What follows belongs to an exercise in optimizing a design on an open flow for small area, a short achievable clock period and few clock cycles per item; a production flow would make more cautious choices. Only simulation tests tie the RTL to the original design; equivalence was not proved.

==> flow/design.v <==
module mdu_param #(
    parameter int WIDTH       = 32,
    parameter int MULT_CYCLES = 5,
    parameter int DIV_CYCLES  = 10
) (
    input  logic             clk,
    input  logic             reset,
    input  logic             req,
    input  logic [WIDTH-1:0] in_a,
    input  logic [WIDTH-1:0] in_b,
    input  logic [3:0]       MDUOp,
    input  logic             start,
    output logic [WIDTH-1:0] data_hi,
    output logic [WIDTH-1:0] data_lo,
    output logic             busy
);
    localparam int MR  = 9;                     
    localparam int MNC = (17 + MR - 1) / MR;    
    localparam int WW  = 2 * MR + 36;           
    localparam int RB  = 2 * MR * (MNC - 1);    
    localparam int HOF = 32 - RB;               
    localparam int XW  = 34;                    
    localparam logic [3:0] OP_MULT  = 4'd1;
    localparam logic [3:0] OP_MULTU = 4'd2;
    localparam logic [3:0] OP_DIV   = 4'd3;
    localparam logic [3:0] OP_DIVU  = 4'd4;
    localparam logic [3:0] OP_MTHI  = 4'd7;
    localparam logic [3:0] OP_MTLO  = 4'd8;
    localparam logic [3:0] OP_MADD  = 4'd9;
    localparam logic [3:0] OP_MADDU = 4'd10;
    localparam logic [3:0] OP_MSUB  = 4'd11;
    localparam logic [3:0] OP_MSUBU = 4'd12;
    function automatic logic is_long_op(input logic [3:0] op);
        case (op)
            OP_MULT, OP_MULTU, OP_DIV, OP_DIVU,
            OP_MADD, OP_MADDU, OP_MSUB, OP_MSUBU: is_long_op = 1'b1;
            default:                              is_long_op = 1'b0;
        endcase
    endfunction
    function automatic logic is_div_op(input logic [3:0] op);
        is_div_op = (op == OP_DIV) || (op == OP_DIVU);
    endfunction
    function automatic logic is_signed_op(input logic [3:0] op);
        case (op)
            OP_MULT, OP_MADD, OP_MSUB, OP_DIV: is_signed_op = 1'b1;
            default:                           is_signed_op = 1'b0;
        endcase
    endfunction
    function automatic logic [5:0] lzc32(input logic [31:0] v);
        lzc32 = 6'd32;
        for (int i = 0; i < 32; i++) begin
            if (v[i]) lzc32 = 6'(31 - i);
        end
    endfunction
    logic [31:0]   hi_q, lo_q;
    logic          busy_q;
    logic          div_q;       
    logic          prep_q;      
    logic [4:0]    cnt_q;       
    logic          sgn_q;       
    logic          sub_q;       
    logic          acc_q;       
    logic          negq_q;      
    logic          negr_q;      
    logic [XW-1:0] x_q;         
    logic [31:0]   y_q;         
    logic [35:0]   u_q;         
    logic          yprev_q;     
    logic          aext_q;      
    assign data_hi = hi_q;
    assign data_lo = lo_q;
    assign busy    = busy_q;
    logic accept_s;
    assign accept_s = start & is_long_op(MDUOp) & ~busy_q & ~req;
    task automatic csa(input logic [WW-1:0] a, input logic [WW-1:0] b, input logic [WW-1:0] c,
                       output logic [WW-1:0] s, output logic [WW-1:0] cy);
        s  = a ^ b ^ c;
        cy = ((a & b) | (a & c) | (b & c)) << 1;
    endtask
    function automatic logic [WW-1:0] bk_add(input logic [WW-1:0] a, input logic [WW-1:0] b);
        logic [WW-1:0] g, p, pp;
        g  = a & b;
        p  = a ^ b;
        pp = p;
        for (int l = 0; (1 << l) < WW; l++) begin
            for (int i = (2 << l) - 1; i < WW; i += (2 << l)) begin
                g[i]  = g[i] | (pp[i] & g[i - (1 << l)]);
                pp[i] = pp[i] & pp[i - (1 << l)];
            end
        end
        for (int l = $clog2(WW) - 2; l >= 0; l--) begin
            for (int i = 3 * (1 << l) - 1; i < WW; i += (2 << l)) begin
                g[i]  = g[i] | (pp[i] & g[i - (1 << l)]);
                pp[i] = pp[i] & pp[i - (1 << l)];
            end
        end
        bk_add = p ^ {g[WW-2:0], 1'b0};
    endfunction
    logic [2*MR:0]  mbits_s;    
    logic [WW-1:0]  msum_s;
    logic           mlast_s;
    assign mlast_s = (cnt_q == 5'd1);
    always_comb begin
        logic [34:0]   mext;
        logic          y2, y1, y0, one, two, neg;
        logic [34:0]   sel, p;
        logic [WW-1:0] ops [0:MR+2];
        logic [WW-1:0] l1 [0:7];
        logic [WW-1:0] l2 [0:3];
        logic [WW-1:0] l3 [0:3];
        logic [WW-1:0] l4 [0:1];
        logic [WW-1:0] l5 [0:1];
        logic [WW-1:0] nk;
        logic [WW-1:0] konst;
        mbits_s[0] = yprev_q;
        for (int i = 0; i < 2 * MR; i++) begin
            mbits_s[i+1] = y_q[(i < 32) ? i : 31];
            for (int cc = 0; cc < MNC; cc++) begin
                if ((cnt_q == 5'(MNC - cc)) && (i > 31 - 2 * MR * cc)) mbits_s[i+1] = aext_q;
            end
        end
        mext  = {x_q[32], x_q[32], x_q[32:0]};
        ops[0] = WW'({~u_q[35], u_q[34:0]});
        nk     = '0;
        konst  = -(WW'(1) << 35);
        for (int j = 0; j < MR; j++) begin
            y2  = mbits_s[2*j+2];
            y1  = mbits_s[2*j+1];
            y0  = mbits_s[2*j];
            one = y1 ^ y0;
            two = (y2 & ~y1 & ~y0) | (~y2 & y1 & y0);
            neg = y2 ^ sub_q;
            for (int i = 0; i < 35; i++) begin
                sel[i] = (one & mext[i]) | (two & ((i > 0) ? mext[(i > 0) ? i-1 : 0] : 1'b0));
            end
            p        = sel ^ {35{neg}};
            ops[j+1] = WW'({~p[34], p[33:0]}) << (2*j);
            nk[2*j]  = neg;
            konst    = konst - (WW'(1) << (34 + 2*j));
        end
        ops[MR+1] = nk | konst;
        ops[MR+2] = (acc_q && mlast_s) ? (WW'(hi_q) << HOF) : '0;
        csa(ops[0], ops[1], ops[2], l1[0], l1[1]);
        csa(ops[3], ops[4], ops[5], l1[2], l1[3]);
        csa(ops[6], ops[7], ops[8], l1[4], l1[5]);
        csa(ops[9], ops[10], ops[11], l1[6], l1[7]);
        csa(l1[0], l1[1], l1[2], l2[0], l2[1]);
        csa(l1[3], l1[4], l1[5], l2[2], l2[3]);
        csa(l2[0], l2[1], l2[2], l3[0], l3[1]);
        csa(l2[3], l1[6], l1[7], l3[2], l3[3]);
        csa(l3[0], l3[1], l3[2], l4[0], l4[1]);
        csa(l4[0], l4[1], l3[3], l5[0], l5[1]);
        msum_s = bk_add(l5[0], l5[1]);
    end
    logic          sa_s, sb_s, bz_s;
    logic [5:0]    la_s, lb_s;
    logic signed [7:0] dlt_s;
    logic [4:0]    dsh_s;       
    logic [4:0]    dcnt_s;
    logic [33:0]   dal_s;
    logic          sa_c, sub_c, negq_c;
    logic [29:0]   qh_s;
    logic [32:0]   rem_s;
    logic [33:0]   dnx_s;
    logic [1:0]    ql_s;
    logic [31:0]   quo_s, quof_s;
    always_comb begin
        sa_s   = sgn_q & y_q[31];
        sb_s   = sgn_q & x_q[31];
        bz_s   = (x_q[31:0] == 32'd0);
        la_s   = lzc32(y_q ^ {32{sa_s}});
        lb_s   = lzc32(x_q[31:0] ^ {32{sb_s}});
        dlt_s  = 8'(lb_s) - 8'(la_s) + 8'(sa_s);
        dsh_s  = dlt_s[7] ? 5'd0 : 5'((dlt_s + 8'sd1) >>> 1);
        dcnt_s = dsh_s + 5'd1;
        dal_s  = {x_q[32], x_q[32:0]} << {dsh_s, 1'b0};
        sa_c   = prep_q ? sa_s : negr_q;
        sub_c  = prep_q ? (sa_s == sb_s) : sub_q;
        negq_c = prep_q ? (sa_s ^ sb_s) : negq_q;
        qh_s   = prep_q ? 30'd0 : y_q[29:0];
    end
    function automatic logic [33:0] div_step(input logic [32:0] r, input logic [33:0] d,
                                             input logic sub, input logic neg);
        logic [34:0] t;
        logic        ok;
        t  = {{2{r[32]}}, r} + {d[33], d} + 35'(sub);
        ok = neg ? (t[34] | (t == 35'd0)) : ~t[34];
        div_step = {ok, ok ? t[32:0] : r};
    endfunction
    always_comb begin
        logic [33:0] s1, s2;
        logic [32:0] r2;
        logic [33:0] d2;
        s1 = div_step(u_q[32:0], x_q[33:0], sub_q, negr_q);
        r2 = prep_q ? {y_q[31] & sgn_q, y_q} : s1[32:0];
        d2 = prep_q ? (dal_s ^ {34{sa_s == sb_s}}) : {x_q[33], x_q[33:1]};
        s2 = div_step(r2, d2, sub_c, sa_c);
        ql_s  = {s1[33] & ~prep_q, s2[33]};
        rem_s = s2[32:0];
        dnx_s = {d2[33], d2[33:1]};
        quo_s = {qh_s, ql_s};
        if (!negq_c) begin
            quof_s = quo_s;
        end else if (ql_s == 2'd0) begin
            quof_s = {30'd0 - qh_s, 2'd0};
        end else begin
            quof_s = {~qh_s, 2'd0 - ql_s};
        end
    end
    always_ff @(posedge clk) begin
        if (reset) begin
            hi_q   <= '0;
            lo_q   <= '0;
            busy_q <= 1'b0;
        end else if (!busy_q) begin
            if (accept_s) begin
                busy_q <= 1'b1;
            end else if (!req && MDUOp == OP_MTHI) begin
                hi_q <= in_a;
            end else if (!req && MDUOp == OP_MTLO) begin
                lo_q <= in_a;
            end
        end else if (!div_q) begin
            if (mlast_s) begin
                {hi_q, lo_q} <= 64'({msum_s, y_q} >> (32 - RB));
                busy_q       <= 1'b0;
            end
        end else if (prep_q && bz_s) begin
            busy_q <= 1'b0;
        end else if (prep_q ? (dcnt_s == 5'd1) : (cnt_q == 5'd1)) begin
            hi_q   <= rem_s[31:0];
            lo_q   <= quof_s;
            busy_q <= 1'b0;
        end
    end
    always_ff @(posedge clk) begin
        if (!busy_q) begin
            x_q     <= XW'({is_signed_op(MDUOp) & in_b[31], in_b});
            y_q     <= in_a;
            yprev_q <= 1'b0;
            div_q   <= is_div_op(MDUOp);
            prep_q  <= is_div_op(MDUOp);
            cnt_q   <= 5'(MNC);
            sgn_q   <= is_signed_op(MDUOp);
            sub_q   <= (MDUOp == OP_MSUB) || (MDUOp == OP_MSUBU);
            acc_q   <= (MDUOp == OP_MADD) || (MDUOp == OP_MADDU) ||
                       (MDUOp == OP_MSUB) || (MDUOp == OP_MSUBU);
            aext_q  <= is_signed_op(MDUOp) & in_a[31];
            if ((MDUOp == OP_MADD) || (MDUOp == OP_MADDU) ||
                (MDUOp == OP_MSUB) || (MDUOp == OP_MSUBU)) begin
                u_q <= {4'd0, lo_q};
            end else begin
                u_q <= '0;
            end
        end else if (!div_q) begin
            u_q     <= msum_s[WW-1:2*MR];
            y_q     <= 32'({msum_s[2*MR-1:0], y_q} >> (2*MR));
            yprev_q <= mbits_s[2*MR];
            cnt_q   <= cnt_q - 5'd1;
        end else begin
            prep_q <= 1'b0;
            negq_q <= negq_c;
            negr_q <= sa_c;
            sub_q  <= sub_c;
            u_q    <= {3'd0, rem_s};
            x_q    <= XW'(dnx_s);
            y_q    <= quo_s;
            cnt_q  <= (prep_q ? dcnt_s : cnt_q) - 5'd1;
        end
    end
endmodule
==> flow/flow/run.sh <==
#!/bin/bash
# The standard layout, with plain buf_2 cells as the port buffers instead of
# the delay cells buffer_ports picks by default. Every port still gets a buffer.
set -euo pipefail
cd "$(dirname "$0")/.."
bash standard.sh "BUFFER_PORTS_ARGS=-buffer_cell sky130_fd_sc_hd__buf_2" finish > standard_flow.log 2>&1
==> flow/standard.sh <==
#!/bin/bash
# synth_recipe.tcl (not shown) runs the flow's synth.tcl, then flattens the netlist and writes it again
# the make line also repeats each setting of config.mk as NAME=value (left out here)
make -C /OpenROAD-flow-scripts/flow DESIGN_CONFIG=/design/flow/config.mk WORK_HOME=/design/flow/orfs CLKGATE_MAP_FILE= SYNTH_SCRIPT=/design/flow/synth_recipe.tcl "${@:-finish}"
==> flow/config.mk <==
export PLATFORM = sky130hd
export DESIGN_NAME = mdu_param
export DESIGN_NICKNAME = mdu_param
export VERILOG_FILES = /design/flow/design.v
export SDC_FILE = /design/flow/constraint.sdc
export NUM_CORES = 4
export LEC_CHECK = 0
export CAP_MARGIN = 20
export CORE_MARGIN = 2
export CORE_UTILIZATION = 40
export SLEW_MARGIN = 20
==> flow/constraint.sdc <==
create_clock -name core_clock -period 90.0 [get_ports {clk}]
set_input_delay 18.0000 -clock core_clock [delete_from_list [all_inputs] [get_ports {clk}]]
set_output_delay 18.0000 -clock core_clock [all_outputs]
set_load 0.01 [all_outputs]
==> metrics.yaml, run 1 <==
status: "complete, no violations"
dr.pass1.iters: 8
cts_htree_levels: 4
nets: 4975
ctsResizeCount: 0
dieHeight_um: 302.6
period_needed_ns: 20.65
endpoint_kind: "flop"
clock-sinks: 180
final_util_pct: 43.07
area_growth_pct: 6.718
critical_path_arrival_ns: 21.05
gpl.final_weighted_congestion: 1.025
synth_warnings: 7
skew_ns: 0.03417
worstMarginPinSlew_ns: 1.345
dp_hpwl_um: 126800
cpPeakStageDelay_ns: 0.89
wirelength_um: 168300
rsz0062_at_grt: "no"
synth_seq_cells: 180
fmax_ghz: 0.04843
synth_nets: 5087
seq_area_frac_synth_pct: 11.25
die_w_um: 302.6
start_util_pct: 40.36
post-route-period-util_pct: 22.94
cts_buffer_depth: 2
relSlewSlack_pct: 10.35
r2r_slack_ns: 73.46
avgSynthCellArea_um2: 7.974
routedWlPerCell_um: 30.32
slowest_stage: "a21oi_4"
setup_viol: 0
clock_latency_ns: 0.52
vias_per_cell: 6.435
clk_pin_slew_ns: 0.08
yosysMostFrequentCell: "inv_1"
grt_max_degree: 101
ant_nets: 0
synthFlopType: "dfxtp_1"
netlist_area_um2: 35670
min_path_type: "flop to flop"
grt-ovfl-total: 0
path_cells: "buf_2, nor2_1, xnor2_1, a32oi_1, o21ai_0, a21oi_4, and2_1, o21ai_0, o21a_1, a311oi_1"
yosysTopAreaCell: "fa_1"
num_vias: 35720
cts_buffers: 17
cts-hold-fix-buffers: 0
yosysTopAreaCellShare_pct: 17.96
antenna_found_initial: 15
tns_ns: 0
cts-root-buf: "clkbuf_16"
cp-start-kind: "input port"
async_flop_share_pct: 0
core_region_area_um2: 88370
hold_viol_final: 0
synth_cell_types: 102
grt_util_all_layers_pct: 36.19
synth-edff-count: 41
maxCapViolCount: 0
crit_type: "input port to flop"
synth_area_leaders: "fa_1 (18%), dfxtp_1 (7.8%), ha_1 (7.8%)"
cts_tree: "yes"
grt_pass1_vias: 33250
io_buffers: 136
num_rows: 109
crit_required_ns: 90.40
syn-instance-count: 4473
dr.first_iter.drc_count: 4911
crit_fanout: 36
drive_gt1_share_pct: 9.671
fillers: 8994
drc_errors: 0
slew_viol_final: 0
yosys-top-cells-count: "inv_1 (474), clkbuf_1 (320), fa_1 (320), a22oi_1 (305), nor2_1 (305)"
io_pins: 137
cpMostUsedCell: "o21ai_0"
grt_pass1_wl_um: 240700
post-cts-setup-buffers: 0
die_area_um2: 91580
[placed cells by master (no fill, tap or decap), drive strengths merged, types with 35 or more instances in the layout]
cell    instances
dfxtp         139
o21ai         194
and3           67
xor2          209
nand3          85
edfxtp         41
ha            222
a21o           93
nor3           74
a22oi         305
fa            320
buf           239
mux2           66
a31oi          35
a211oi         52
inv           491
nor2          306
a21oi         269
nand2         286
xnor2         252
mux2i          93
[area by class of cell]
cell class / count / area [um2] / share of cell area [%]
Multi-Input combinational cell: 3440 / 28650 / 75.26
Clock inverter: 15 / 206.4 / 0.5424
Clock buffer: 17 / 425.4 / 1.118
Tap cell: 1165 / 1458 / 3.829
Timing Repair Buffer: 239 / 1466 / 3.852
Sequential cell: 180 / 4018 / 10.55
Antenna cell: 12 / 30.03 / 0.07889
Inverter: 483 / 1813 / 4.763
[path summary, 6_finish.rpt]
check        startpoint  endpoint  cells past startpoint
max            MDUOp[0]   hi_q[6]                     10
max reg2reg       sgn_q  lo_q[31]                     53
min             lo_q[4]    u_q[4]                      2
min reg2reg     lo_q[4]    u_q[4]                      2
[state kept, by name (all words and copies together) (netlist names)]
register  count
div_q         1
negq_q        1
negr_q        1
yprev_q       1
aext_q        1
acc_q         1
prep_q        1
sgn_q         1
y_q          32
x_q          34
busy_q        1
cnt_q         5
lo_q         32
sub_q         1
hi_q         32
u_q          35
[cell families (layout without fill, tap and decap cells)]
kind of cell    after synthesis  after routing  share of synthesized area, %
buf+inv                     853            754                         9.120
mux                         169            169                         5.325
flops                       180            180                         11.25
other cells                   0             12                             0
simple gates               1032           1032                         13.73
fa+ha+maj                   543            543                         25.78
xor+xnor                    461            461                         11.32
compound gates             1235           1235                         23.48
[routing by layer]
metal  GRT usage, %  share of wire [%]  vias up
met2          53.77                 42     2405
met4          18.58                6.0       18
met1          49.25                 40    17500
met5          1.035               0.15        -
met3          7.812                 12      454
li1               -                  -    15340
[critical path: cells and delay by family]
kind,cells,cell delay [ns]
xor gates and xnor gates,1,0.12
buffers and inverters,1,0.11
AOI/OAI and AO/OA,6,2.18
and+or+nand+nor,2,0.63
[stage by stage]
step                std cells  setup slack (ns)  hold slack, ns  area, um2
global route             5539             69.15          0.5711      38040
CTS                      5539             69.44          0.5342      38030
floorplan                4473             69.96          0.4748      35670
finish                   5551             69.35          0.5333      38070
global placement         5507             68.98          0.5179      37400
detailed placement       5507             68.93          0.5197      37400
Testbench counts, summed over its fixed seeds: cycles 78,972, items 24,000.
==> run 2, diff against run 1 <==
--- a/flow/design.v
+++ b/flow/design.v
@@ -48,7 +48,11 @@
     endfunction
     function automatic logic [5:0] lzc32(input logic [31:0] v);
+        logic [3:0] nib;
+        logic [1:0] nl;
         lzc32 = 6'd32;
-        for (int i = 0; i < 32; i++) begin
-            if (v[i]) lzc32 = 6'(31 - i);
+        for (int n = 0; n < 8; n++) begin
+            nib = v[4*n +: 4];
+            nl  = nib[3] ? 2'd0 : nib[2] ? 2'd1 : nib[1] ? 2'd2 : 2'd3;
+            if (nib != 4'd0) lzc32 = {3'(7 - n), nl};
         end
     endfunction
@@ -172,7 +176,7 @@
         lb_s   = lzc32(x_q[31:0] ^ {32{sb_s}});
         dlt_s  = 8'(lb_s) - 8'(la_s) + 8'(sa_s);
-        dsh_s  = dlt_s[7] ? 5'd0 : 5'((dlt_s + 8'sd1) >>> 1);
+        dsh_s  = dlt_s[7] ? 5'd0 : 5'(dlt_s[6:1]);
         dcnt_s = dsh_s + 5'd1;
-        dal_s  = {x_q[32], x_q[32:0]} << {dsh_s, 1'b0};
+        dal_s  = ({x_q[32], x_q[32:0]} << 1) << {dsh_s, 1'b0};
         sa_c   = prep_q ? sa_s : negr_q;
         sub_c  = prep_q ? (sa_s == sb_s) : sub_q;
@@ -180,9 +184,30 @@
         qh_s   = prep_q ? 30'd0 : y_q[29:0];
     end
+    function automatic logic [34:0] bk_add35(input logic [34:0] a, input logic [34:0] b,
+                                             input logic ci);
+        logic [34:0] g, p, pp;
+        g    = a & b;
+        p    = a ^ b;
+        pp   = p;
+        g[0] = g[0] | (p[0] & ci);
+        for (int l = 0; (1 << l) < 35; l++) begin
+            for (int i = (2 << l) - 1; i < 35; i += (2 << l)) begin
+                g[i]  = g[i] | (pp[i] & g[i - (1 << l)]);
+                pp[i] = pp[i] & pp[i - (1 << l)];
+            end
+        end
+        for (int l = $clog2(35) - 2; l >= 0; l--) begin
+            for (int i = 3 * (1 << l) - 1; i < 35; i += (2 << l)) begin
+                g[i]  = g[i] | (pp[i] & g[i - (1 << l)]);
+                pp[i] = pp[i] & pp[i - (1 << l)];
+            end
+        end
+        bk_add35 = p ^ {g[33:0], ci};
+    endfunction
     function automatic logic [33:0] div_step(input logic [32:0] r, input logic [33:0] d,
                                              input logic sub, input logic neg);
         logic [34:0] t;
         logic        ok;
-        t  = {{2{r[32]}}, r} + {d[33], d} + 35'(sub);
+        t  = bk_add35({{2{r[32]}}, r}, {d[33], d}, sub);
         ok = neg ? (t[34] | (t == 35'd0)) : ~t[34];
         div_step = {ok, ok ? t[32:0] : r};
@@ -190,11 +215,12 @@
     always_comb begin
         logic [33:0] s1, s2;
-        logic [32:0] r2;
-        logic [33:0] d2;
-        s1 = div_step(u_q[32:0], x_q[33:0], sub_q, negr_q);
-        r2 = prep_q ? {y_q[31] & sgn_q, y_q} : s1[32:0];
-        d2 = prep_q ? (dal_s ^ {34{sa_s == sb_s}}) : {x_q[33], x_q[33:1]};
-        s2 = div_step(r2, d2, sub_c, sa_c);
-        ql_s  = {s1[33] & ~prep_q, s2[33]};
+        logic [32:0] r1;
+        logic [33:0] d1, d2;
+        r1 = prep_q ? {y_q[31] & sgn_q, y_q} : u_q[32:0];
+        d1 = prep_q ? (dal_s ^ {34{sa_s == sb_s}}) : x_q[33:0];
+        s1 = div_step(r1, d1, sub_c, sa_c);
+        d2 = {d1[33], d1[33:1]};
+        s2 = div_step(s1[32:0], d2, sub_c, sa_c);
+        ql_s  = {s1[33], s2[33]};
         rem_s = s2[32:0];
         dnx_s = {d2[33], d2[33:1]};
@@ -208,27 +234,46 @@
         end
     end
+    logic        done_s;        
+    logic        res_we_s;      
+    logic [63:0] res_s;
+    logic        mthi_s, mtlo_s;
+    always_comb begin
+        if (!div_q) begin
+            done_s   = mlast_s;
+            res_we_s = mlast_s;
+            res_s    = 64'({msum_s, y_q} >> (32 - RB));
+        end else begin
+            done_s   = (prep_q && bz_s) || (prep_q ? (dcnt_s == 5'd1) : (cnt_q == 5'd1));
+            res_we_s = done_s && !(prep_q && bz_s);
+            res_s    = {rem_s[31:0], quof_s};
+        end
+        res_we_s = res_we_s & busy_q;
+    end
+    assign mthi_s = ~busy_q & ~req & (MDUOp == OP_MTHI);
+    assign mtlo_s = ~busy_q & ~req & (MDUOp == OP_MTLO);
     always_ff @(posedge clk) begin
         if (reset) begin
-            hi_q   <= '0;
-            lo_q   <= '0;
+            hi_q <= '0;
+        end else if (mthi_s) begin
+            hi_q <= in_a;
+        end else if (res_we_s) begin
+            hi_q <= res_s[63:32];
+        end
+    end
+    always_ff @(posedge clk) begin
+        if (reset) begin
+            lo_q <= '0;
+        end else if (mtlo_s) begin
+            lo_q <= in_a;
+        end else if (res_we_s) begin
+            lo_q <= res_s[31:0];
+        end
+    end
+    always_ff @(posedge clk) begin
+        if (reset) begin
             busy_q <= 1'b0;
         end else if (!busy_q) begin
-            if (accept_s) begin
-                busy_q <= 1'b1;
-            end else if (!req && MDUOp == OP_MTHI) begin
-                hi_q <= in_a;
-            end else if (!req && MDUOp == OP_MTLO) begin
-                lo_q <= in_a;
-            end
-        end else if (!div_q) begin
-            if (mlast_s) begin
-                {hi_q, lo_q} <= 64'({msum_s, y_q} >> (32 - RB));
-                busy_q       <= 1'b0;
-            end
-        end else if (prep_q && bz_s) begin
-            busy_q <= 1'b0;
-        end else if (prep_q ? (dcnt_s == 5'd1) : (cnt_q == 5'd1)) begin
-            hi_q   <= rem_s[31:0];
-            lo_q   <= quof_s;
+            busy_q <= accept_s;
+        end else if (done_s) begin
             busy_q <= 1'b0;
         end
==> run 2 against run 1 <==
  * Critical endpoint is now busy
  * Register-to-register slack lost 3.0 ns
  * Global-route usage decreased by 2.2 points
  * Fmax rose by 5.8%
  * Clock skew shrank 0.015 ns
  * Die area shrank 3.5%
  * Synthesized cell count decreased by 5.6%
  * Wire length is 9.3% lower
  * Critical path type is now flop to output port
  * Still clean
  * Synthesized area shrank 3.5%
  * Via count is 6.5% lower
==> metrics.yaml, run 2 <==
netlist_area_um2: 34410
gpl.final_weighted_congestion: 1.060
synth_area_leaders: "fa_1 (20%), dfxtp_1 (8.1%), ha_1 (7.8%)"
async_flop_share_pct: 0
ant_nets: 0
cts-root-buf: "clkbuf_16"
dr.pass1.iters: 6
maxCapViolCount: 0
clk_pin_slew_ns: 0.10
io_buffers: 136
drive_gt1_share_pct: 9.438
fmax_ghz: 0.05123
worstMarginPinSlew_ns: 1.121
hold_viol_final: 0
post-route-period-util_pct: 21.69
dr.first_iter.drc_count: 4663
critical-path-top-delay-family: "flip-flops"
num_rows: 107
synthFlopType: "dfxtp_1"
ctsResizeCount: 0
yosys-top-cells-count: "inv_1 (501), fa_1 (352), clkbuf_1 (298), a22oi_1 (297), nor2_1 (293)"
endpoint_kind: "output port"
slew_viol_final: 0
avgSynthCellArea_um2: 8.146
largest_register_ffs: 35
skew_ns: 0.01902
final_util_pct: 43.19
routedWlPerCell_um: 28.86
area_growth_pct: 6.880
tns_ns: 0
cts_buffer_depth: 2
holdPathStages: 2
yosysMostFrequentCell: "inv_1"
reg_top3: "u_q x35, x_q x34"
yosysTopAreaCellShare_pct: 20.48
antenna_found_initial: 7
seq_area_frac_synth_pct: 11.66
crit_type: "flop to output port"
dp_hpwl_um: 113700
synth_seq_cells: 180
cts_tree: "yes"
num_vias: 33400
clock_latency_ns: 0.51
post-cts-setup-buffers: 0
status: "complete, no violations"
cts_buffers: 17
cp_num_buf_inv: 1
period_needed_ns: 19.52
grt_max_degree: 76
crit_fanout: 44
die_area_um2: 88390
min_path_type: "flop to flop"
cp-start-kind: "flop"
layout_commonest_cell: "inv_1"
die_w_um: 297.3
start_util_pct: 40.41
grt_util_all_layers_pct: 33.99
syn-instance-count: 4224
drc_errors: 0
path_cells: "buf_2"
top_register: "u_q"
vias_per_cell: 6.312
cpPeakStageDelay_ns: 0.76
setup_viol: 0
yosysTopAreaCell: "fa_1"
core_region_area_um2: 85150
grt_pass1_vias: 32050
ff2ff_path_depth: 69
cts_htree_levels: 4
layout_common_cells: "inv_1 (501), fa_1 (352), a22oi_1 (297)"
rsz0062_at_grt: "no"
critical_path_arrival_ns: 1.52
nets: 4769
grt-ovfl-total: 0
slowest_stage: "dfxtp_4"
clock-sinks: 180
synth_warnings: 7
io_pins: 137
dieHeight_um: 297.3
synth_nets: 4863
synth_cell_types: 107
crit_required_ns: 72.00
cts-hold-fix-buffers: 0
relSlewSlack_pct: 25.19
grt_pass1_wl_um: 222500
path_depth: 1
synth-edff-count: 41
wirelength_um: 152700
==> run 2: kinds of logic after synthesis <==
family / count (synthesis) / synth area share, %
adders and majority gates: 567 / 28.30
xor gates and xnor gates: 433 / 11.09
buffers and inverters: 869 / 9.676
AOI/OAI and AO/OA: 1083 / 22.03
DFF: 180 / 11.66
muxes: 123 / 3.796
and+or+nand+nor: 969 / 13.45
==> run 2: area by class of cell <==
type | instances | area [um2]
Multi-Input combinational cell | 3175 | 27270
Sequential cell | 180 | 4018
Clock inverter | 15 | 203.9
Inverter | 510 | 1917
Antenna cell | 4 | 10.01
Clock buffer | 17 | 425.4
Tap cell | 1144 | 1431
Timing Repair Buffer | 246 | 1506
Fill cell | 8659 | 48370
==> run 2: layer usage <==
| layer | part of all wire (%) | wire, um | global-route usage (%) | vias to the layer above |
|---|---|---|---|---|
| li1 | - | - | - | 14310 |
| met1 | 40 | 60370 | 46.46 | 16150 |
| met4 | 6.6 | 10110 | 18.70 | 8 |
| met2 | 40 | 61820 | 48.27 | 2475 |
| met5 | 0.035 | 53 | 0 | - |
| met3 | 13 | 20320 | 9.312 | 458 |
==> run 2: through the flow <==
step	area (um2)	instances	setup slack [ns]	hold slack (ns)
after floorplan	34410	4224	70.37	0.4622
after global placement	36140	5255	70.02	0.5215
after detailed placement	36140	5255	70.07	0.5236
after CTS	36770	5287	70.51	0.5360
after global routing	36770	5287	69.42	0.5565
final	36780	5291	70.48	0.5397
==> run 2: worst reg2reg max path: cells and delay by family (launching register included) <==
kind,cells,cell delay [ns]
AO/OA/AOI/OAI,36,10.27
AND/OR/NAND/NOR,17,4.01
adder cells (fa/ha/maj),7,2.34
buffers and inverters,5,0.96
XOR/XNOR,2,0.94
flip-flops,1,0.58
multiplexers,2,0.38
==> run 2: path summary, 6_finish.rpt <==
path / from / slack [ns] / end
max: busy_q / 70.48 / busy
min: lo_q[25] / 0.54 / lo_q[25]
max reg2reg: sgn_q / 70.48 / lo_q[30]
min reg2reg: lo_q[25] / 0.54 / lo_q[25]
Testbench counts of run 2, summed over its fixed seeds: cycles 77,154, items 24,000.
==> run 3, diff against run 2 <==
--- a/flow/design.v
+++ b/flow/design.v
@@ -15,6 +15,6 @@
     output logic             busy
 );
-    localparam int MR  = 9;                     
-    localparam int MNC = (17 + MR - 1) / MR;    
+    localparam int MR  = 8;                     
+    localparam int MNC = 2;                     
     localparam int WW  = 2 * MR + 36;           
     localparam int RB  = 2 * MR * (MNC - 1);    
@@ -71,5 +71,5 @@
     logic [35:0]   u_q;         
     logic          yprev_q;     
-    logic          aext_q;      
+    logic          acor_q;      
     assign data_hi = hi_q;
     assign data_lo = lo_q;
@@ -109,5 +109,5 @@
         logic          y2, y1, y0, one, two, neg;
         logic [34:0]   sel, p;
-        logic [WW-1:0] ops [0:MR+2];
+        logic [WW-1:0] ops [0:MR+3];
         logic [WW-1:0] l1 [0:7];
         logic [WW-1:0] l2 [0:3];
@@ -117,11 +117,5 @@
         logic [WW-1:0] nk;
         logic [WW-1:0] konst;
-        mbits_s[0] = yprev_q;
-        for (int i = 0; i < 2 * MR; i++) begin
-            mbits_s[i+1] = y_q[(i < 32) ? i : 31];
-            for (int cc = 0; cc < MNC; cc++) begin
-                if ((cnt_q == 5'(MNC - cc)) && (i > 31 - 2 * MR * cc)) mbits_s[i+1] = aext_q;
-            end
-        end
+        mbits_s = {y_q[2*MR-1:0], yprev_q};
         mext  = {x_q[32], x_q[32], x_q[32:0]};
         ops[0] = WW'({~u_q[35], u_q[34:0]});
@@ -145,4 +139,6 @@
         ops[MR+1] = nk | konst;
         ops[MR+2] = (acc_q && mlast_s) ? (WW'(hi_q) << HOF) : '0;
+        ops[MR+3] = (acor_q && mlast_s) ? (WW'(x_q[31:0] ^ {32{sub_q}}) << HOF) : '0;
+        ops[MR+1][HOF] = acor_q & mlast_s & sub_q;
         csa(ops[0], ops[1], ops[2], l1[0], l1[1]);
         csa(ops[3], ops[4], ops[5], l1[2], l1[3]);
@@ -291,5 +287,5 @@
             acc_q   <= (MDUOp == OP_MADD) || (MDUOp == OP_MADDU) ||
                        (MDUOp == OP_MSUB) || (MDUOp == OP_MSUBU);
-            aext_q  <= is_signed_op(MDUOp) & in_a[31];
+            acor_q  <= ~is_signed_op(MDUOp) & in_a[31];
             if ((MDUOp == OP_MADD) || (MDUOp == OP_MADDU) ||
                 (MDUOp == OP_MSUB) || (MDUOp == OP_MSUBU)) begin
==> flow/flow/run.sh (replaced) <==
#!/bin/bash
set -euo pipefail
cd "$(dirname "$0")/.."
bash standard.sh \
  "BUFFER_PORTS_ARGS=-buffer_cell sky130_fd_sc_hd__buf_2" \
  ABC_AREA=1 SETUP_SLACK_MARGIN=71 TNS_END_PERCENT=0 \
  finish > standard_flow.log 2>&1
==> run 3 against run 2 <==
  * Sequential cell count up 1
  * Fmax up 2.3%
  * Cell count grew 11%
  * Register-to-register slack improved by 1.6 ns
  * Wire length shrank 2.2%
  * Die area decreased by 2.8%
  * Worst hold slack worse by 0.086 ns
  * First-iteration DRC count fell by 4.6%
  * Clock-buffer cell count is the same
==> metrics.yaml, run 3 <==
relSlewSlack_pct: 22.89
period_needed_ns: 19.08
ant_nets: 0
hold_viol_final: 0
largest_register_ffs: 36
dieHeight_um: 293.1
cts-hold-fix-buffers: 0
rsz0062_at_grt: "yes"
avgSynthCellArea_um2: 6.985
yosysTopAreaCellShare_pct: 21.02
use_met2_pct: 52.38
layout_common_cells: "nand2_1 (999), inv_1 (798), fa_1 (351)"
antenna_found_initial: 8
cts-root-buf: "clkbuf_16"
synth_cell_types: 60
holdPathStages: 2
endpoint_kind: "output port"
layout_commonest_cell: "nand2_1"
fillers: 8673
maxCapViolCount: 0
dp_hpwl_um: 115400
critical_path_arrival_ns: 1.08
nets: 5399
reg_top3: "u_q x36, x_q x34"
yosysTopAreaCell: "fa_1"
dp.cells: 5806
seq_area_frac_synth_pct: 12.06
synth-edff-count: 41
cts_buffers: 17
worstMarginPinSlew_ns: 1.145
routedWlPerCell_um: 25.48
crit_required_ns: 72.00
drive_gt1_share_pct: 8.546
finalInstanceArea_um2: 36010
grt_pass1_wl_um: 216900
grt_pass1_vias: 32230
ff2ff_path_depth: 83
cp-start-kind: "flop"
slowest_stage: "dfxtp_2"
die_w_um: 293.1
cpPeakStageDelay_ns: 0.40
grt-busiest-layer: "met2"
start_util_pct: 40.21
num_rows: 106
yosys-top-cells-count: "nand2_1 (1004), inv_1 (802), fa_1 (351), xor2_1 (320), nor2_1 (292)"
crit_type: "flop to output port"
synth_seq_cells: 181
cts_tree: "yes"
area_growth_pct: 7.694
cts_buffer_depth: 2
netlist_area_um2: 33440
wirelength_um: 149200
path_depth: 1
dr.first_iter.drc_count: 4450
yosysMostFrequentCell: "nand2_1"
post-route-period-util_pct: 21.20
synth_nets: 5425
crit_fanout: 3
synth_area_leaders: "fa_1 (21%), nand2_1 (11%), inv_1 (9.0%)"
critical-path-top-delay-family: "flip-flops"
use_met3_pct: 8.563
slew_viol_final: 0
io_buffers: 136
die_area_um2: 85920
min_path_type: "flop to flop"
grt_util_all_layers_pct: 34.39
setup_viol: 0
drc_errors: 0
async_flop_share_pct: 0
syn-instance-count: 4787
cts_htree_levels: 4
synthFlopType: "dfxtp_1"
clock_latency_ns: 0.53
grt-ovfl-total: 0
cp_num_buf_inv: 1
gpl.final_weighted_congestion: 1.069
core_region_area_um2: 83160
dr.pass1.iters: 9
top_register: "u_q"
place_area_um2: 35090
io_pins: 137
grt_max_degree: 111
skew_ns: 0.01661
fmax_ghz: 0.05240
status: "complete, no violations"
final_cells: 5857
clock-sinks: 181
num_vias: 34300
holdWs_ns: 0.4532
multiInputGateArea_um2: 25360
synth_warnings: 7
path_cells: "buf_2"
regArea_um2: 4145
vias_per_cell: 5.857
tns_ns: 0
global_route.usage.met1_pct: 43.83
clk_pin_slew_ns: 0.08
-- run 3: cell count changes in the layout (fill, tap and decap cells not counted), moves of 52 or more --
cell / previous run / this run
a21o_1: 69 / 16
a22oi_1: 297 / 6
inv_1: 501 / 798
mux2i_1: 85 / 1
nand2_1: 260 / 999
nand3_1: 63 / 265
nor2b_1: 53 / 1
nor3_1: 74 / 17
o21ai_0: 128 / 219
o22ai_1: 26 / 261
xnor2_1: 223 / 26
xor2_1: 193 / 320
-- run 3: final cells by class --
type                    count  share of cell area (%)
inverters                 828                   8.652
diodes                      3                 0.02085
clock inverters            15                  0.4899
clock buffers              17                   1.181
well taps                1080                   3.753
flip-flops and latches    181                   11.51
multi-input cells        3506                   70.42
repair buffers            227                   3.972
-- run 3: logic make-up (layout without fill, tap and decap cells) --
group | Yosys count | in the layout | share of synthesized area [%]
buf+inv | 1101 | 1087 | 12.60
mux | 1 | 1 | 0.02994
flops | 181 | 181 | 12.06
other cells | 0 | 3 | 0
fa+ha+maj | 566 | 566 | 29.06
compound gates | 843 | 843 | 15.06
simple gates | 1744 | 1745 | 21.99
xor+xnor | 351 | 351 | 9.194
-- run 3: repair_timing --
item,CTS,global route
gates resized for setup,75,9
setup endpoints to repair,139,139
buffers inserted,13,1
pin swaps,2,1
gates cloned,1,1
-- run 3: metrics by stage --
step | util, % | setup WS (ns)
CTS | 43.22 | 70.92
global placement | 42.19 | 69.62
detailed placement | 42.19 | 69.61
floorplan | - | 70.75
finish | 43.30 | 70.92
global route | 43.29 | 70.91
-- run 3: final timing paths --
| check | to | startpoint | slack [ns] |
|---|---|---|---|
| max | data_lo[27] | lo_q[27] | 70.92 |
| min | x_q[33] | x_q[33] | 0.45 |
| max reg2reg | lo_q[23] | sgn_q | 72.07 |
| min reg2reg | x_q[33] | x_q[33] | 0.45 |
-- run 3: metal layers --
metal / routed length (um) / vias up
li1: - / 15340
met1: 56140 / 16250
met2: 64410 / 2238
met3: 17800 / 475
met4: 10810 / 8
met5: 68 / -
Testbench counts of run 3, summed over its fixed seeds: cycles 77,154, items 24,000.
==> run 4, diff against run 3 <==
==> flow/flow/run.sh (replaced) <==
#!/bin/bash
set -euo pipefail
cd "$(dirname "$0")/.."
bash standard.sh \
  "BUFFER_PORTS_ARGS=-buffer_cell sky130_fd_sc_hd__buf_2" \
  SETUP_SLACK_MARGIN=70.85 \
  finish > standard_flow.log 2>&1
--- a/flow/config.mk
+++ b/flow/config.mk
@@ -6,6 +6,8 @@
 export NUM_CORES = 4
 export LEC_CHECK = 0
+export ABC_AREA = 1
 export CAP_MARGIN = 20
 export CORE_MARGIN = 2
 export CORE_UTILIZATION = 40
 export SLEW_MARGIN = 20
+export TNS_END_PERCENT = 0
==> run 4 against run 3 <==
  * Design area shrank 0.64%
  * Setup slack lost 0.18 ns
  * Synthesized area is the same
  * Critical path depth is the same
  * First-iteration DRC count shrank 5.6%
==> metrics.yaml, run 4 <==
status: "complete, no violations"
netlist_area_um2: 33440
grt_util_all_layers_pct: 34.30
dr.first_iter.drc_count: 4203
clock_latency_ns: 0.53
nets: 5388
path_depth: 1
slowest_stage: "dfxtp_1"
io_buffers: 136
async_flop_share_pct: 0
dieHeight_um: 293.1
grt_pass1_vias: 32100
area_growth_pct: 7.001
vias_per_cell: 5.811
avgSynthCellArea_um2: 6.985
fillers: 8695
routedWlPerCell_um: 25.35
min_path_type: "flop to flop"
use_met2_pct: 52.23
cts-hold-fix-buffers: 0
critical_path_arrival_ns: 1.26
setup_ws_ns: 70.74
crit_fanout: 3
layout_common_cells: "nand2_1 (999), inv_1 (798), fa_1 (351)"
synth_warnings: 7
period_needed_ns: 19.26
path_cells: "buf_2"
fmax_ghz: 0.05192
die_area_um2: 85920
ff2ff_path_depth: 85
finalInstanceArea_um2: 35780
use_met3_pct: 8.502
yosys-top-cells-count: "nand2_1 (1004), inv_1 (802), fa_1 (351), xor2_1 (320), nor2_1 (292)"
seq_area_frac_synth_pct: 12.06
num_vias: 33970
largest_register_ffs: 36
worstMarginPinSlew_ns: 1.196
yosysMostFrequentCell: "nand2_1"
grt_max_degree: 111
grt_pass1_wl_um: 216200
cp-start-kind: "flop"
synth_nets: 5425
endpoint_kind: "output port"
die_w_um: 293.1
synth-edff-count: 41
setup_viol: 0
dr.pass1.iters: 8
slew_viol_final: 0
holdPathStages: 2
synth_seq_cells: 181
start_util_pct: 40.21
synthFlopType: "dfxtp_1"
cts_buffer_depth: 2
ant_nets: 0
clock-sinks: 181
relSlewSlack_pct: 19.40
r2r_slack_ns: 71.84
rsz0062_at_grt: "yes"
maxCapViolCount: 0
global_route.usage.met1_pct: 43.77
top_register: "u_q"
tns_ns: 0
critical-path-top-delay-family: "flip-flops"
dp_hpwl_um: 115400
place_ws_ns: 69.61
cts-root-buf: "clkbuf_16"
num_rows: 106
reg_top3: "u_q x36, x_q x34"
gpl.final_weighted_congestion: 1.069
synth_cell_types: 60
drive_gt1_share_pct: 7.390
place_area_um2: 35090
layout_commonest_cell: "nand2_1"
syn-instance-count: 4787
antenna_found_initial: 8
cpPeakStageDelay_ns: 0.54
wirelength_um: 148200
crit_type: "flop to output port"
io_pins: 137
skew_ns: 0.01937
synth_area_leaders: "fa_1 (21%), nand2_1 (11%), inv_1 (9.0%)"
drc_errors: 0
post-route-period-util_pct: 21.40
core_region_area_um2: 83160
yosysTopAreaCellShare_pct: 21.02
cts_buffers: 17
hold_viol_final: 0
yosysTopAreaCell: "fa_1"
clk_pin_slew_ns: 0.08
cts_htree_levels: 4
cts_tree: "yes"
cp_num_buf_inv: 1
crit_required_ns: 72.00
grt-ovfl-total: 0
final_util_pct: 43.02
grt-busiest-layer: "met2"
## run 4: worst paths after layout
check / to / startpoint
worst max-delay path: data_lo[21] / lo_q[21]
worst min register to register: x_q[33] / x_q[33]
worst max register to register: lo_q[31] / sgn_q
worst min-delay path: x_q[33] / x_q[33]
## run 4: area by class of cell
cell class                 instances  area [um2]  share of cell area (%)
inverter                         828        3112                   8.698
clock inverter                    15       176.4                  0.4931
timing repair buffer             216        1314                   3.672
multi-input combinational       3506       25350                   70.86
clock buffer                      17       425.4                   1.189
tap                             1080        1351                   3.777
antenna                            2       5.005                 0.01399
sequential                       181        4041                   11.30
## run 4: routing by layer
layer,wire [um],vias up
li1,-,15300
met5,92,-
met1,56210,16030
met3,17510,466
met4,10810,10
met2,63580,2155
## run 4: logic make-up (layout without fill, tap and decap cells)
family,Yosys count,count (layout),share of synthesized area (%)
simple gates,1744,1745,21.99
fa+ha+maj,566,566,29.06
xor+xnor,351,351,9.194
compound gates,843,843,15.06
mux,1,1,0.02994
other cells,0,2,0
buf+inv,1101,1076,12.60
flops,181,181,12.06
## run 4: what timing repair did
action                                  CTS  global route
buffers inserted                          4             0
gates cloned                              1             0
endpoints found under the setup margin   66            89
resized for setup                         7             5
pin swaps                                 2             0
## run 4: through the flow
step	hold WS, ns	instances
2_1_floorplan	0.4190	4787
3_3_place_gp	0.4334	5806
3_5_place_dp	0.4408	5806
4_1_cts	0.4580	5843
5_1_grt	0.4644	5843
6_report	0.4543	5845
==> run 5, diff against run 4 <==
--- a/flow/design.v
+++ b/flow/design.v
@@ -213,5 +213,5 @@
         logic [32:0] r1;
         logic [33:0] d1, d2;
-        r1 = prep_q ? {y_q[31] & sgn_q, y_q} : u_q[32:0];
+        r1 = u_q[32:0];
         d1 = prep_q ? (dal_s ^ {34{sa_s == sb_s}}) : x_q[33:0];
         s1 = div_step(r1, d1, sub_c, sa_c);
@@ -291,4 +291,6 @@
                 (MDUOp == OP_MSUB) || (MDUOp == OP_MSUBU)) begin
                 u_q <= {4'd0, lo_q};
+            end else if (is_div_op(MDUOp)) begin
+                u_q <= {{4{is_signed_op(MDUOp) & in_a[31]}}, in_a};
             end else begin
                 u_q <= '0;
==> flow/flow/run.sh (replaced) <==
#!/bin/bash
set -euo pipefail
cd "$(dirname "$0")/.."
bash standard.sh \
  "BUFFER_PORTS_ARGS=-buffer_cell sky130_fd_sc_hd__buf_2" \
  SETUP_SLACK_MARGIN=71 \
  finish > standard_flow.log 2>&1
==> run 5 against run 4 <==
  * Synthesized area is 1.5% lower
  * Setup slack better by 0.21 ns
  * Clock-buffer cell count is 2 higher
  * Register-to-register slack gained 0.33 ns
  * Global-route usage up 2.1 points
  * Critical path depth is the same
  * Utilization increased by 0.69 points
  * Clock skew fell by 0.0063 ns
  * Cell count down 2.1%
  * Synthesized cell count shrank 2.9%
  * Wire length is 6.0% higher
  * Largest cell class unchanged
==> metrics.yaml, run 5 <==
hold_viol_final: 0
slowest_stage: "dfxtp_2"
synth-edff-count: 41
cp_num_buf_inv: 1
place_area_um2: 34570
crit_type: "flop to output port"
relSlewSlack_pct: 23.24
largest_register_ffs: 36
gpl.final_weighted_congestion: 1.031
period_needed_ns: 19.05
start_util_pct: 40.22
grt_max_degree: 77
netlist_area_um2: 32920
endpoint_kind: "output port"
dr.pass1.iters: 9
status: "complete, no violations"
post-route-period-util_pct: 21.17
layout_common_cells: "nand2_1 (799), inv_1 (775), fa_1 (351)"
async_flop_share_pct: 0
drc_errors: 0
cts_buffer_depth: 2
critical-path-top-delay-family: "flip-flops"
min_path_type: "flop to flop"
cts_tree: "yes"
insertedDiodeCount: 0
yosysTopAreaCellShare_pct: 21.34
avgSynthCellArea_um2: 7.086
top_register: "u_q"
grt-ovfl-total: 0
holdPathStages: 2
clk_pin_slew_ns: 0.08
cpPeakStageDelay_ns: 0.40
maxCapViolCount: 0
die_w_um: 290.9
ff2ff_path_depth: 78
layout_commonest_cell: "nand2_1"
dp_hpwl_um: 118400
path_cells: "buf_2"
synth_warnings: 7
r2r_start: "sgn_q"
wirelength_um: 157100
dieHeight_um: 290.9
synthFlopType: "dfxtp_1"
grt_util_all_layers_pct: 36.40
rsz0062_at_grt: "yes"
path_depth: 1
synth_cell_types: 52
cts-root-buf: "clkbuf_16"
reg_top3: "u_q x36, x_q x34"
num_vias: 33750
dp.cells: 5661
cts_buffers: 17
critPathLaunch: "hi_q[0]"
grt_pass1_vias: 32140
routedWlPerCell_um: 27.46
seq_area_frac_synth_pct: 12.25
nets: 5277
dr.first_iter.drc_count: 4463
holdWs_ns: 0.4564
yosysMostFrequentCell: "nand2_1"
vias_per_cell: 5.899
setup_viol: 0
synth_nets: 5284
syn-instance-count: 4646
cts-hold-fix-buffers: 0
io_buffers: 136
finalInstanceArea_um2: 35780
tns_ns: 0
crit_required_ns: 72.00
r2r_slack_ns: 72.17
hp-start: "x_q[33]"
worstMarginPinSlew_ns: 1.139
yosys-top-cells-count: "nand2_1 (801), inv_1 (782), fa_1 (351), nor2_1 (339), xor2_1 (322)"
slew_viol_final: 0
skew_ns: 0.01305
grt_pass1_wl_um: 224400
drive_gt1_share_pct: 8.858
yosysTopAreaCell: "fa_1"
antenna_found_initial: 1
final_cells: 5721
die_area_um2: 84620
area_growth_pct: 8.665
core_region_area_um2: 81850
cp-start-kind: "flop"
clock_latency_ns: 0.50
cts_htree_levels: 4
fillers: 8579
io_pins: 137
synth_seq_cells: 181
num_rows: 105
synth_area_leaders: "fa_1 (21%), nand2_1 (9.1%), inv_1 (8.9%)"
clock-sinks: 181
ant_nets: 0
critical_path_arrival_ns: 1.05
fmax_ghz: 0.05249
crit_fanout: 3
## run 5: changes by cell type after synthesis, moves of 30 or more
cell      delta
o21bai_1    +30
o21ai_0     +37
nand2_1    -203
nor2_1      +47
a21oi_1     +41
nand3_1     -38
## run 5: final timing paths
kind                      to
hold reg to reg      x_q[33]
hold / removal       x_q[33]
setup reg to reg    hi_q[23]
setup / recovery  data_hi[0]
## run 5: kinds of logic after synthesis
family                     after synthesis  synth area share (%)
and+or+nand+nor                       1525                 19.45
buffers and inverters                 1077                 12.50
AOI/OAI and AO/OA                      936                 16.68
adders and majority gates              566                 29.51
xor gates and xnor gates               361                 9.604
DFF                                    181                 12.25
## run 5: cell type report
| class | count | area [um2] | share of cell area, % |
|---|---|---|---|
| repair inverters | 1 | 5.005 | 0.01399 |
| inverters | 805 | 3037 | 8.488 |
| clock buffers | 19 | 454.2 | 1.270 |
| flip-flops and latches | 181 | 4223 | 11.80 |
| repair buffers | 240 | 1583 | 4.424 |
| well taps | 1070 | 1339 | 3.742 |
| clock inverters | 12 | 135.1 | 0.3777 |
| multi-input cells | 3393 | 25000 | 69.88 |
## run 5: through the flow
stage	util, %	setup slack [ns]
2_1_floorplan	-	70.73
3_3_place_gp	42.24	69.50
3_5_place_dp	42.24	69.42
4_1_cts	43.15	70.87
5_1_grt	43.71	70.94
6_report	43.71	70.95
## run 5: timing repair
action                     CTS  global route
gates resized for setup     62            79
setup endpoints to repair  133           165
cloned                       2             5
setup buffers                1            19
hold endpoints to repair     0             0
pin swaps                    3             2
## run 5: per-layer routing
metal,share of wire [%],vias to the layer above,track usage (%),routed length (um)
li1,-,15030,-,-
met1,38,15950,46.98,60210
met2,42,2303,54.03,65410
met3,12,469,8.506,18200
met4,8.4,2,24.74,13260
met5,0.0076,-,0,12
Testbench counts of run 5, summed over its fixed seeds: cycles 77,154, items 24,000.
==> run 6, diff against run 5 <==
==> flow/run.sh (new file) <==
#!/bin/bash
# synth_recipe.tcl (not shown) runs the flow's synth.tcl, then flattens the netlist and writes it again
# the make line also repeats each setting of config.mk as NAME=value (left out here)
make -C /OpenROAD-flow-scripts/flow DESIGN_CONFIG=/design/flow/config.mk WORK_HOME=/design/flow/orfs CLKGATE_MAP_FILE= SYNTH_SCRIPT=/design/flow/synth_recipe.tcl finish
--- a/flow/config.mk
+++ b/flow/config.mk
@@ -11,3 +11,2 @@
 export CORE_UTILIZATION = 40
 export SLEW_MARGIN = 20
-export TNS_END_PERCENT = 0
removed: flow/flow/run.sh
removed: flow/standard.sh
==> run 6 against run 5 <==
  * Die area stayed put
  * Critical path depth increased by 7
  * First-iteration DRC count is 7.6% lower
  * Register-to-register slack worse by 0.77 ns
  * Clock-buffer cell count up 4
  * Fmax decreased by 5.5%
  * Clock skew up 0.0080 ns
  * Non-clock buffer count decreased by 15
  * Wire length down 3.4%
  * Setup slack worse by 1.1 ns
  * Largest cell class unchanged
  * Highest routed layer is now met4
==> metrics.yaml, run 6 <==
relSlewSlack_pct: 26.72
maxCapViolCount: 0
yosysTopAreaCell: "fa_1"
cts-root-buf: "clkbuf_16"
post-route-period-util_pct: 22.41
holdPathStages: 2
synth_seq_cells: 181
clock_latency_ns: 0.49
final_cells: 5703
area_growth_pct: 9.201
gpl.final_weighted_congestion: 1.071
dr.first_iter.drc_count: 4122
clock-sinks: 181
clk_pin_slew_ns: 0.08
r2r_slack_ns: 71.40
r2r_start: "sgn_q"
rsz0062_at_grt: "no"
cts_htree_levels: 4
worstMarginPinSlew_ns: 1.098
grt_pass1_vias: 32260
grt_util_all_layers_pct: 35.31
cts_buffers: 17
synth_nets: 5284
finalInstanceArea_um2: 35950
fmax_ghz: 0.04959
core_region_area_um2: 81850
synthFlopType: "dfxtp_1"
routedWlPerCell_um: 26.62
holdWs_ns: 0.4560
cts_buffer_depth: 2
skew_ns: 0.02103
cp-start-kind: "input port"
layout_common_cells: "nand2_1 (799), inv_1 (779), fa_1 (351)"
dieHeight_um: 290.9
hp-start: "x_q[33]"
io_buffers: 136
whs_endpoint: "x_q[33]"
start_util_pct: 40.22
nets: 5256
crit_required_ns: 90.36
num_vias: 33860
synth_warnings: 7
place_ws_ns: 68.96
tns_ns: 0
seq_area_frac_synth_pct: 12.25
ctsResizeCount: 0
critical_path_arrival_ns: 20.52
drive_gt1_share_pct: 3.930
wirelength_um: 151800
setup_ws_ns: 69.83
ant_nets: 0
yosysMostFrequentCell: "nand2_1"
dr.pass1.iters: 6
reg_top3: "u_q x36, x_q x34"
io_pins: 137
syn-instance-count: 4646
top_register: "u_q"
slew_viol_final: 0
avgSynthCellArea_um2: 7.086
die_w_um: 290.9
vias_per_cell: 5.938
hold_viol_final: 0
grt_pass1_wl_um: 220100
synth_area_leaders: "fa_1 (21%), nand2_1 (9.1%), inv_1 (8.9%)"
layout_commonest_cell: "nand2_1"
drc_errors: 0
endpoint_kind: "flop"
crit_fanout: 38
largest_register_ffs: 36
yosys-top-cells-count: "nand2_1 (801), inv_1 (782), fa_1 (351), nor2_1 (339), xor2_1 (322)"
dp.cells: 5669
num_rows: 105
dp_hpwl_um: 116100
min_path_type: "flop to flop"
grt-ovfl-total: 0
grt_max_degree: 76
place_area_um2: 35300
ff2ff_path_depth: 92
status: "complete, no violations"
synth_cell_types: 52
setup_viol: 0
async_flop_share_pct: 0
netlist_area_um2: 32920
die_area_um2: 84620
cts-hold-fix-buffers: 0
post-cts-setup-buffers: 0
final_util_pct: 43.93
antenna_found_initial: 4
cts_tree: "yes"
r2r-end: "lo_q[30]"
yosysTopAreaCellShare_pct: 21.34
synth-edff-count: 41
crit_type: "input port to flop"
period_needed_ns: 20.17
run 6: cell counts after synthesis:
Identical to the previous run, type by type.
run 6: area by class of cell:
class	count	area, um2
Inverter	805	3024
Tap cell	1070	1339
Clock buffer	23	520.5
Fill cell	8462	45900
Antenna cell	2	5.005
Clock inverter	9	123.9
Multi-Input combinational cell	3388	24880
Timing Repair Buffer	225	2029
Sequential cell	181	4035
run 6: logic make-up after synthesis:
kind of cell | after synthesis | share of synthesized area (%)
simple gates | 1525 | 19.45
xor+xnor | 361 | 9.604
flops | 181 | 12.25
compound gates | 936 | 16.68
buf+inv | 1077 | 12.50
fa+ha+maj | 566 | 29.51
run 6: worst max path at each step:
stage / start / to / cells past startpoint
final: MDUOp[3] / hi_q[29] / 8
after global routing: MDUOp[3] / lo_q[28] / 8
after CTS: MDUOp[3] / lo_q[11] / 8
after detailed placement: MDUOp[3] / lo_q[30] / 8
after global placement: MDUOp[3] / lo_q[21] / 8
after floorplan: req / hi_q[10] / 9
run 6: metal layers:
metal	GRT usage [%]	up-vias	routed length [um]
li1	-	14980	-
met1	45.13	16210	57700
met2	52.93	2198	64180
met3	7.299	482	16700
met4	25.62	0	13230
met5	0	-	0
run 6: worst max-delay path: stages:
cell and delay (ns):
clkdlybuf4s50_1 0.60, nor4_1 0.10, buf_4 0.17, inv_1 0.05
buf_4 0.38, nand3_2 0.74, o21bai_1 0.38, nor2_1 0.07

## what the ideal ports hide
The results above use ideal ports. As a check the final layouts listed here were re-extracted and re-timed, cells and wires unchanged. Step 1, drivers: a clkbuf_16 drives clk and a buf_2 each remaining input, both assumed. Step 2 moves the port delays by t, midway between the first and last clock arrival at a register: inputs arrive t later, outputs are due t later. That takes back most of the time a late clock gives input paths. a / b / c = ideal / step 1 / step 2; a / b = the first two.
run | t (ns) | slack for setup (ns) | worst register clock-pin slew, ns | worst data-port slew with drivers (ns)
run 1 | 0.554 | 69.350 / 69.385 / 68.831 | 0.10 / 0.10 | 0.06
run 2 | 0.557 | 70.479 / 70.422 / 69.965 | 0.10 / 0.10 | 0.07
run 3 | 0.589 | 70.917 / 70.851 / 70.497 | 0.09 / 0.09 | 0.05
run 4 | 0.589 | 70.738 / 70.672 / 70.223 | 0.10 / 0.10 | 0.05
run 5 | 0.564 | 70.948 / 70.882 / 70.497 | 0.08 / 0.08 | 0.06
run 6 | 0.540 | 69.834 / 69.871 / 69.332 | 0.08 / 0.08 | 0.06
After both steps setup and hold are still met in every run listed. For run 1, which loses most, drivers alone change the setup slack by +0.035 ns; drivers and shift together by -0.519 ns.
